What follows belongs to an exercise in optimizing a design on an open flow for small area and a short achievable clock period; a production flow would make more cautious choices.
RTL that was checked went through simulation tests only; none was proved equivalent to the original.
No activity file was given, so power comes from the tool's default toggle rates.

==> run P: inputs <==
==> flow/design.v <==
module xgmii_rx_stats #(
    parameter int NCH           = 4,
    parameter int CNT_W         = 16,
    parameter int TICKS_PER_SEC = 50000,
    parameter int MAX_LEN       = 1518
) (
    input  logic                 sys_clk,
    input  logic                 sys_rst,
    input  logic [64*NCH-1:0]    xgmii_rxd,
    input  logic [8*NCH-1:0]     xgmii_rxc,
    input  logic                 clear,
    output logic                 sec_tick,
    output logic [CNT_W*NCH-1:0] rx_pps,
    output logic [CNT_W*NCH-1:0] rx_throughput,
    output logic [CNT_W*NCH-1:0] rx_errors
);
    localparam int TW = (TICKS_PER_SEC > 1) ?
                        $clog2(TICKS_PER_SEC) : 1;
    localparam logic [TW-1:0] TC = TW'(TICKS_PER_SEC - 1);
    localparam int LW = 12;
    localparam logic [LW-1:0] LMAX = {1'b0, {(LW-1){1'b1}}};
    localparam int PW0 = $clog2(8 * TICKS_PER_SEC / 73 + 2);
    localparam int PW  = (PW0 < CNT_W) ? PW0 : CNT_W;
    logic [TW-1:0] win_q;
    logic          tick_q;
    logic          win_end;
    assign win_end = (win_q == TC);
    always_ff @(posedge sys_clk or posedge sys_rst) begin
        if (sys_rst) begin
            win_q  <= '0;
            tick_q <= 1'b0;
        end else begin
            win_q  <= (clear || win_end) ? '0 : win_q + 1'b1;
            tick_q <= !clear && win_end;
        end
    end
    assign sec_tick = tick_q;
    for (genvar k = 0; k < NCH; k++) begin : g_ch
        logic             st_q;
        logic [LW-1:0]    lm_q, lm_d;
        logic [PW-1:0]    pps_q, opps_q, p;
        logic [CNT_W-1:0] byt_q, err_q;
        logic [CNT_W-1:0] obyt_q, oerr_q;
        logic [CNT_W-1:0] b, e;
        logic [7:0] ctl, dat, trm, erl, bnd;
        logic       s0, s4;
        logic [8:0] nb;              
        logic [8:0] fst;             
        logic [3:0] pc [9];          
        logic [3:0] ds;              
        logic       eb;              
        logic       any_b, any_ft, good;
        logic [1:0]     err_n;
        logic [CNT_W:0] es, bx, by;
        logic [3:0]     esj;
        logic [7:0]     bsj;
        logic [7:0] rng;             
        always_comb begin
            for (int i = 0; i < 8; i++) begin
                logic [7:0] byt;
                logic       hi;
                byt    = xgmii_rxd[64*k + 8*i +: 8];
                hi     = &byt[7:3];
                ctl[i] = xgmii_rxc[8*k + i];
                dat[i] = !ctl[i];
                trm[i] = ctl[i] && hi && byt[2:0] == 3'b101;
                erl[i] = ctl[i] && hi && byt[2:0] == 3'b110;
            end
            s0 = ctl[0] && xgmii_rxd[64*k +: 8] == 8'hFB;
            s4 = ctl[4] && xgmii_rxd[64*k + 32 +: 8] == 8'hFB;
            bnd = trm | {3'b000, s4, 3'b000, s0};
            nb[0] = 1'b1;
            for (int i = 0; i < 8; i++)
                nb[i+1] = nb[i] && !bnd[i];
            fst = {nb[8], bnd & nb[7:0]};
            any_b  = !nb[8];
            any_ft = |(trm & nb[7:0]);
            eb     = |(erl & nb[7:0]);
            pc[0] = 4'd0;
            pc[1] = {3'd0, dat[0]};
            pc[2] = {3'd0, dat[0]} + {3'd0, dat[1]};
            pc[3] = pc[2] + {3'd0, dat[2]};
            pc[4] = pc[2] + ({3'd0, dat[2]} + {3'd0, dat[3]});
            pc[5] = pc[4] + {3'd0, dat[4]};
            pc[6] = pc[4] + ({3'd0, dat[4]} + {3'd0, dat[5]});
            pc[7] = pc[4] + ({3'd0, dat[4]} + {3'd0, dat[5]} +
                             {3'd0, dat[6]});
            pc[8] = pc[4] + ({3'd0, dat[4]} + {3'd0, dat[5]} +
                             {3'd0, dat[6]} + {3'd0, dat[7]});
            ds = 4'd0;
            for (int i = 0; i < 9; i++)
                ds = ds | (fst[i] ? pc[i] : 4'd0);
            for (int j = 0; j < 8; j++)
                rng[j] = !lm_q[LW-1] &&
                         (lm_q >= LW'(64 - j)) &&
                         (lm_q <= LW'(MAX_LEN - j));
            good = st_q && any_ft && !eb && rng[ds[2:0]];
            err_n = {1'b0, st_q && any_b && !good}
                  + {1'b0, s0 && |bnd[7:1]}
                  + {1'b0, s4 && |trm[7:5]};
            for (int j = 0; j < 4; j++)
                esj[j] = ({1'b0, err_q} + (CNT_W+1)'(j)) >> CNT_W;
            es = {1'b0, err_q} + {{(CNT_W-1){1'b0}}, err_n};
            e  = esj[err_n] ? '1 : es[CNT_W-1:0];
            p = pps_q + {{(PW-1){1'b0}}, good};
            bx = {1'b0, byt_q} + {{(CNT_W+2-LW){1'b0}}, lm_q[LW-2:0]};
            for (int j = 0; j < 8; j++)
                bsj[j] = (bx + (CNT_W+1)'(j)) >> CNT_W;
            by = bx + {{(CNT_W-2){1'b0}}, ds[2:0]};
            b  = !good ? byt_q : (bsj[ds[2:0]] ? '1 : by[CNT_W-1:0]);
            if (!any_b) begin
                logic [LW-1:0] ls;
                ls   = lm_q + {{(LW-4){1'b0}}, ds};
                lm_d = (eb || (!lm_q[LW-1] && ls[LW-1])) ?
                       LMAX : ls;
            end else if (s4) begin
                lm_d = (|erl[7:5]) ? LMAX :
                       LW'(pc[8] - pc[5]) - LW'(7);
            end else begin
                lm_d = (|erl[7:1]) ? LMAX :
                       LW'(pc[8] - pc[1]) - LW'(7);
            end
        end
        always_ff @(posedge sys_clk or posedge sys_rst) begin
            if (sys_rst) begin
                st_q   <= 1'b0;
                pps_q  <= '0;
                byt_q  <= '0;
                err_q  <= '0;
                opps_q <= '0;
                obyt_q <= '0;
                oerr_q <= '0;
            end else begin
                if (any_b)
                    st_q <= (s4 && !(|trm[7:5])) || (s0 && !(|bnd[7:1]));
                if (clear) begin
                    pps_q  <= '0;
                    byt_q  <= '0;
                    err_q  <= '0;
                    opps_q <= '0;
                    obyt_q <= '0;
                    oerr_q <= '0;
                end else if (win_end) begin
                    pps_q  <= '0;
                    byt_q  <= '0;
                    err_q  <= '0;
                    opps_q <= p;
                    obyt_q <= b;
                    oerr_q <= e;
                end else begin
                    pps_q  <= p;
                    byt_q  <= b;
                    err_q  <= e;
                end
            end
        end
        always_ff @(posedge sys_clk)
            lm_q <= lm_d;
        assign rx_pps[CNT_W*k +: CNT_W]        = CNT_W'(opps_q);
        assign rx_throughput[CNT_W*k +: CNT_W] = obyt_q;
        assign rx_errors[CNT_W*k +: CNT_W]     = oerr_q;
    end
endmodule
module xgmii_rx_stats_top (
    input  logic          sys_clk,
    input  logic          sys_rst,
    input  logic [255:0]  xgmii_rxd,
    input  logic [31:0]   xgmii_rxc,
    input  logic          clear,
    output logic          sec_tick,
    output logic [63:0]   rx_pps,
    output logic [63:0]   rx_throughput,
    output logic [63:0]   rx_errors
);
    xgmii_rx_stats #(
        .NCH          (4),
        .CNT_W        (16),
        .TICKS_PER_SEC(50000),
        .MAX_LEN      (1518)
    ) u_stats (
        .sys_clk      (sys_clk),
        .sys_rst      (sys_rst),
        .xgmii_rxd    (xgmii_rxd),
        .xgmii_rxc    (xgmii_rxc),
        .clear        (clear),
        .sec_tick     (sec_tick),
        .rx_pps       (rx_pps),
        .rx_throughput(rx_throughput),
        .rx_errors    (rx_errors)
    );
endmodule
==> flow/flow/run.sh <==
#!/bin/bash
# The standard layout (standard.sh) with these changes:
#  - synthesis: the standard script (synth_recipe.tcl) with ABC run on
#    flow/map.abc instead of ORFS's speed script, and adders left to ABC
#    (no full-adder cell mapping); registers are mapped exactly as before;
#  - port buffers are plain buf_1 cells;
#  - timing repair aims SETUP_SLACK_MARGIN ns beyond the constraint.
set -euo pipefail
here=$(pwd)
export MY_ABC_SCRIPT=$here/flow/map.abc
export ADDER_MAP_FILE=
export BUFFER_PORTS_ARGS="-buffer_cell sky130_fd_sc_hd__buf_1"
export SETUP_SLACK_MARGIN=${SETUP_SLACK_MARGIN:-12}
sed "s#SYNTH_SCRIPT=[^ ]*#SYNTH_SCRIPT=$here/flow/synth.tcl#" standard.sh > standard_own.sh
grep -q "SYNTH_SCRIPT=$here/flow/synth.tcl" standard_own.sh
bash standard_own.sh > flow_make.log 2>&1
==> flow/flow/map.abc <==
strash
&get -n
&syn2
&dch -f
&nf
&put
==> flow/flow/synth.tcl <==
proc synth {args} { yosys synth -nofsm -noshare {*}$args }
proc abc {args} {
  set i [lsearch -exact $args -script]
  if { $i >= 0 && [info exists ::env(MY_ABC_SCRIPT)] && $::env(MY_ABC_SCRIPT) ne "" } {
    lset args [expr { $i + 1 }] $::env(MY_ABC_SCRIPT)
  }
  yosys abc {*}$args
}
source $::env(SCRIPTS_DIR)/synth.tcl
# left out here: clear keep_hierarchy, flatten, clean up, hide names made inside functions, write 1_2_yosys.v
==> flow/standard.sh <==
#!/bin/bash
# synth_recipe.tcl (not shown) runs the flow's synth.tcl, then flattens the netlist and writes it again
# the make line also repeats each setting of config.mk as NAME=value (left out here)
make -C /OpenROAD-flow-scripts/flow DESIGN_CONFIG=/design/flow/config.mk WORK_HOME=/design/flow/orfs CLKGATE_MAP_FILE= SYNTH_SCRIPT=/design/flow/synth_recipe.tcl "${@:-finish}"
==> flow/config.mk <==
export PLATFORM = sky130hd
export DESIGN_NAME = xgmii_rx_stats_top
export DESIGN_NICKNAME = xgmii_rx_stats_top
export VERILOG_FILES = /design/flow/design.v
export SDC_FILE = /design/flow/constraint.sdc
export NUM_CORES = 4
export LEC_CHECK = 0
export CAP_MARGIN = 20
export CORE_MARGIN = 2
export CORE_UTILIZATION = 40
export CTS_CLUSTER_DIAMETER = 100
export CTS_CLUSTER_SIZE = 24
export SLEW_MARGIN = 20
==> flow/constraint.sdc <==
create_clock -name core_clock -period 20.0 [get_ports {sys_clk}]
set_input_delay 4.0000 -clock core_clock [delete_from_list [all_inputs] [get_ports {sys_clk}]]
set_output_delay 4.0000 -clock core_clock [all_outputs]
set_load 0.01 [all_outputs]
==> inputs of run A, as changes to run P <==
==> flow/design.v, changed modules only <==
module xgmii_rx_stats #(
    parameter int NCH           = 4,
    parameter int CNT_W         = 16,
    parameter int TICKS_PER_SEC = 50000,
    parameter int MAX_LEN       = 1518
) (
    input  logic                 sys_clk,
    input  logic                 sys_rst,
    input  logic [64*NCH-1:0]    xgmii_rxd,
    input  logic [8*NCH-1:0]     xgmii_rxc,
    input  logic                 clear,
    output logic                 sec_tick,
    output logic [CNT_W*NCH-1:0] rx_pps,
    output logic [CNT_W*NCH-1:0] rx_throughput,
    output logic [CNT_W*NCH-1:0] rx_errors
);
    localparam int TW = (TICKS_PER_SEC > 1) ?
                        $clog2(TICKS_PER_SEC) : 1;
    localparam logic [TW-1:0] TC = TW'(TICKS_PER_SEC - 1);
    localparam int LW = 12;
    localparam logic [LW-1:0] LMAX = {1'b0, {(LW-1){1'b1}}};
    localparam int PW0 = $clog2(8 * TICKS_PER_SEC / 73 + 2);
    localparam int PW  = (PW0 < CNT_W) ? PW0 : CNT_W;
    logic [TW-1:0] win_q;
    logic          tick_q;
    logic          win_end;
    assign win_end = (win_q == TC);
    always_ff @(posedge sys_clk or posedge sys_rst) begin
        if (sys_rst) begin
            win_q  <= '0;
            tick_q <= 1'b0;
        end else begin
            win_q  <= (clear || win_end) ? '0 : win_q + 1'b1;
            tick_q <= !clear && win_end;
        end
    end
    assign sec_tick = tick_q;
    for (genvar k = 0; k < NCH; k++) begin : g_ch
        logic             st_q;
        logic [LW-1:0]    lm_q, lm_d;
        logic [PW-1:0]    pps_q, opps_q, p;
        logic [CNT_W-1:0] byt_q, err_q;
        logic [CNT_W-1:0] obyt_q, oerr_q;
        logic [CNT_W-1:0] b, e;
        logic [7:0] ctl, dat, trm, erl, bnd;
        logic       s0, s4;
        logic [8:0] nb;              
        logic [3:0] ds;              
        logic       eb;              
        logic       any_b, any_ft, good;
        logic [1:0]     ea;
        logic           ex;
        logic [CNT_W:0] eu, ev, bx, by;
        logic [3:0]     esj;
        logic [7:0]     bsj;
        logic [7:0] rng;             
        always_comb begin
            for (int i = 0; i < 8; i++) begin
                logic [7:0] byt;
                logic       hi;
                byt    = xgmii_rxd[64*k + 8*i +: 8];
                hi     = &byt[7:3];
                ctl[i] = xgmii_rxc[8*k + i];
                dat[i] = !ctl[i];
                trm[i] = ctl[i] && hi && byt[2:0] == 3'b101;
                erl[i] = ctl[i] && hi && byt[2:0] == 3'b110;
            end
            s0 = ctl[0] && xgmii_rxd[64*k +: 8] == 8'hFB;
            s4 = ctl[4] && xgmii_rxd[64*k + 32 +: 8] == 8'hFB;
            bnd = trm | {3'b000, s4, 3'b000, s0};
            nb[0] = 1'b1;
            for (int i = 0; i < 8; i++)
                nb[i+1] = nb[i] && !bnd[i];
            any_b  = !nb[8];
            any_ft = |(trm & nb[7:0]);
            eb     = |(erl & nb[7:0]);
            begin
                logic [2:0] da, db;
                logic [4:0] nbb;     
                nbb[0] = 1'b1;
                for (int i = 0; i < 4; i++)
                    nbb[i+1] = nbb[i] && !bnd[4+i];
                da = 3'd0;
                db = 3'd0;
                for (int i = 0; i < 4; i++) begin
                    if (dat[i] && nb[i]) da = da + 3'd1;
                    if (dat[4+i] && nbb[i]) db = db + 3'd1;
                end
                ds = {1'b0, da} + (nb[4] ? {1'b0, db} : 4'd0);
            end
            for (int j = 0; j < 8; j++)
                rng[j] = !lm_q[LW-1] &&
                         (lm_q >= LW'(64 - j)) &&
                         (lm_q <= LW'(MAX_LEN - j));
            good = st_q && any_ft && !eb && rng[ds[2:0]];
            ea = {1'b0, s0 && |bnd[7:1]} + {1'b0, s4 && |trm[7:5]};
            ex = st_q && any_b;
            for (int j = 0; j < 4; j++)
                esj[j] = ({1'b0, err_q} + (CNT_W+1)'(j)) >> CNT_W;
            eu = {1'b0, err_q} + {{(CNT_W-1){1'b0}}, ea};
            ev = {1'b0, err_q} + {{(CNT_W-1){1'b0}}, ea} +
                 {{CNT_W{1'b0}}, ex};
            e  = good ? (esj[ea] ? '1 : eu[CNT_W-1:0])
                      : (esj[ea + {1'b0, ex}] ? '1 : ev[CNT_W-1:0]);
            p = pps_q + {{(PW-1){1'b0}}, good};
            bx = {1'b0, byt_q} + {{(CNT_W+2-LW){1'b0}}, lm_q[LW-2:0]};
            for (int j = 0; j < 8; j++)
                bsj[j] = (bx + (CNT_W+1)'(j)) >> CNT_W;
            by = bx + {{(CNT_W-2){1'b0}}, ds[2:0]};
            b  = !good ? byt_q : (bsj[ds[2:0]] ? '1 : by[CNT_W-1:0]);
            if (!any_b) begin
                logic [LW-1:0] ls;
                ls   = lm_q + {{(LW-4){1'b0}}, ds};
                lm_d = (eb || (!lm_q[LW-1] && ls[LW-1])) ?
                       LMAX : ls;
            end else if (s4) begin
                lm_d = (|erl[7:5]) ? LMAX :
                       LW'({2'b00, dat[5]} + {2'b00, dat[6]} + {2'b00, dat[7]}) - LW'(7);
            end else begin
                lm_d = (|erl[7:1]) ? LMAX :
                       LW'({2'b00, dat[1]} + {2'b00, dat[2]} + {2'b00, dat[3]} +
                           {2'b00, dat[4]} + {2'b00, dat[5]} + {2'b00, dat[6]} +
                           {2'b00, dat[7]}) - LW'(7);
            end
        end
        always_ff @(posedge sys_clk or posedge sys_rst) begin
            if (sys_rst) begin
                st_q   <= 1'b0;
                pps_q  <= '0;
                byt_q  <= '0;
                err_q  <= '0;
                opps_q <= '0;
                obyt_q <= '0;
                oerr_q <= '0;
            end else begin
                if (any_b)
                    st_q <= (s4 && !(|trm[7:5])) || (s0 && !(|bnd[7:1]));
                if (clear) begin
                    pps_q  <= '0;
                    byt_q  <= '0;
                    err_q  <= '0;
                    opps_q <= '0;
                    obyt_q <= '0;
                    oerr_q <= '0;
                end else if (win_end) begin
                    pps_q  <= '0;
                    byt_q  <= '0;
                    err_q  <= '0;
                    opps_q <= p;
                    obyt_q <= b;
                    oerr_q <= e;
                end else begin
                    pps_q  <= p;
                    byt_q  <= b;
                    err_q  <= e;
                end
            end
        end
        always_ff @(posedge sys_clk)
            lm_q <= lm_d;
        assign rx_pps[CNT_W*k +: CNT_W]        = CNT_W'(opps_q);
        assign rx_throughput[CNT_W*k +: CNT_W] = obyt_q;
        assign rx_errors[CNT_W*k +: CNT_W]     = oerr_q;
    end
endmodule
==> flow/flow/map.abc (replaced) <==
strash
&get -n
&syn2
&dch -f
&nf
&put
buffer -c
upsize -c
dnsize -c
==> comparison table <==
| quantity | run P | run A |
|---|---|---|
| Run status | complete, no violations | complete, no violations |
| Xor/xnor cell area share of the yosys netlist | 0.123 | 0.132 |
| Total met2 wirelength after detailed routing | 36400 µm | 38800 µm |
| Share of the final layout cell area in multi-input gates | 0.523 | 0.544 |
| Global Route met1 Usage | 0.290 | 0.318 |
| Core occupancy in the finished layout | 0.487 | 0.455 |
| Max-slew headroom | 0.279 | 0.289 |
| Final worst setup slack | 12090 ps | 12270 ps |
| Combinational Power | 0.000938 W | 0.000949 W |
| Mean routed wirelength per cell | 16.4 µm | 17.4 µm |
| Endpoint of the worst setup timing path | u_stats.g_ch[2].oerr_q[13] | u_stats.g_ch[1].oerr_q[7] |
| Number of search-and-repair iterations in the first detailed-routing pass | 5 | 6 |
| Endpoint with the worst hold slack | u_stats.g_ch[3].obyt_q[2] | u_stats.g_ch[2].obyt_q[0] |
| # clk buffers | 34 | 37 |
| Clk Latency, worst-skew pair | 570 ps | 590 ps |
| Transition at the pin with the smallest max-transition slack | 1080 ps | 1070 ps |
| Total length of routed wires | 75000 µm | 85300 µm |
| Share of synthesized area occupied by flip-flops and latches | 0.403 | 0.362 |
| Share of cell area taken by muxes after synthesis | 0.00701 | 0.00246 |
| Worst EP required | 20420 ps | 20430 ps |
For run A, only the layout was checked, not whether the RTL still works.

==> re-timing with driven ports <==
In the flow no input, the clock included, has a driving cell. The finished layouts below were timed again as built, in two steps.
Step 1, drivers: a clkbuf_16 drives sys_clk and a buf_2 each remaining input, both assumed.
Step 2 moves the port delays by t, midway between the first and last clock arrival at a register: inputs arrive t later, outputs are due t later. That takes back most of the time a late clock gives input paths.
a / b / c = ideal / step 1 / step 2; a / b = the first two.
run | t (ns) | setup WS [ns] | latest minus earliest clock arrival (ns) | worst register clock-pin slew, ns
run P | 0.621 | 12.087 / 12.114 / 11.493 | 0.023 / 0.023 | 0.10 / 0.10
run A | 0.640 | 12.274 / 12.308 / 11.668 | 0.026 / 0.026 | 0.11 / 0.11
After both steps setup and hold are still met in every run listed. For run A, which loses most, drivers alone change the setup slack by +0.034 ns; drivers and shift together by -0.606 ns.
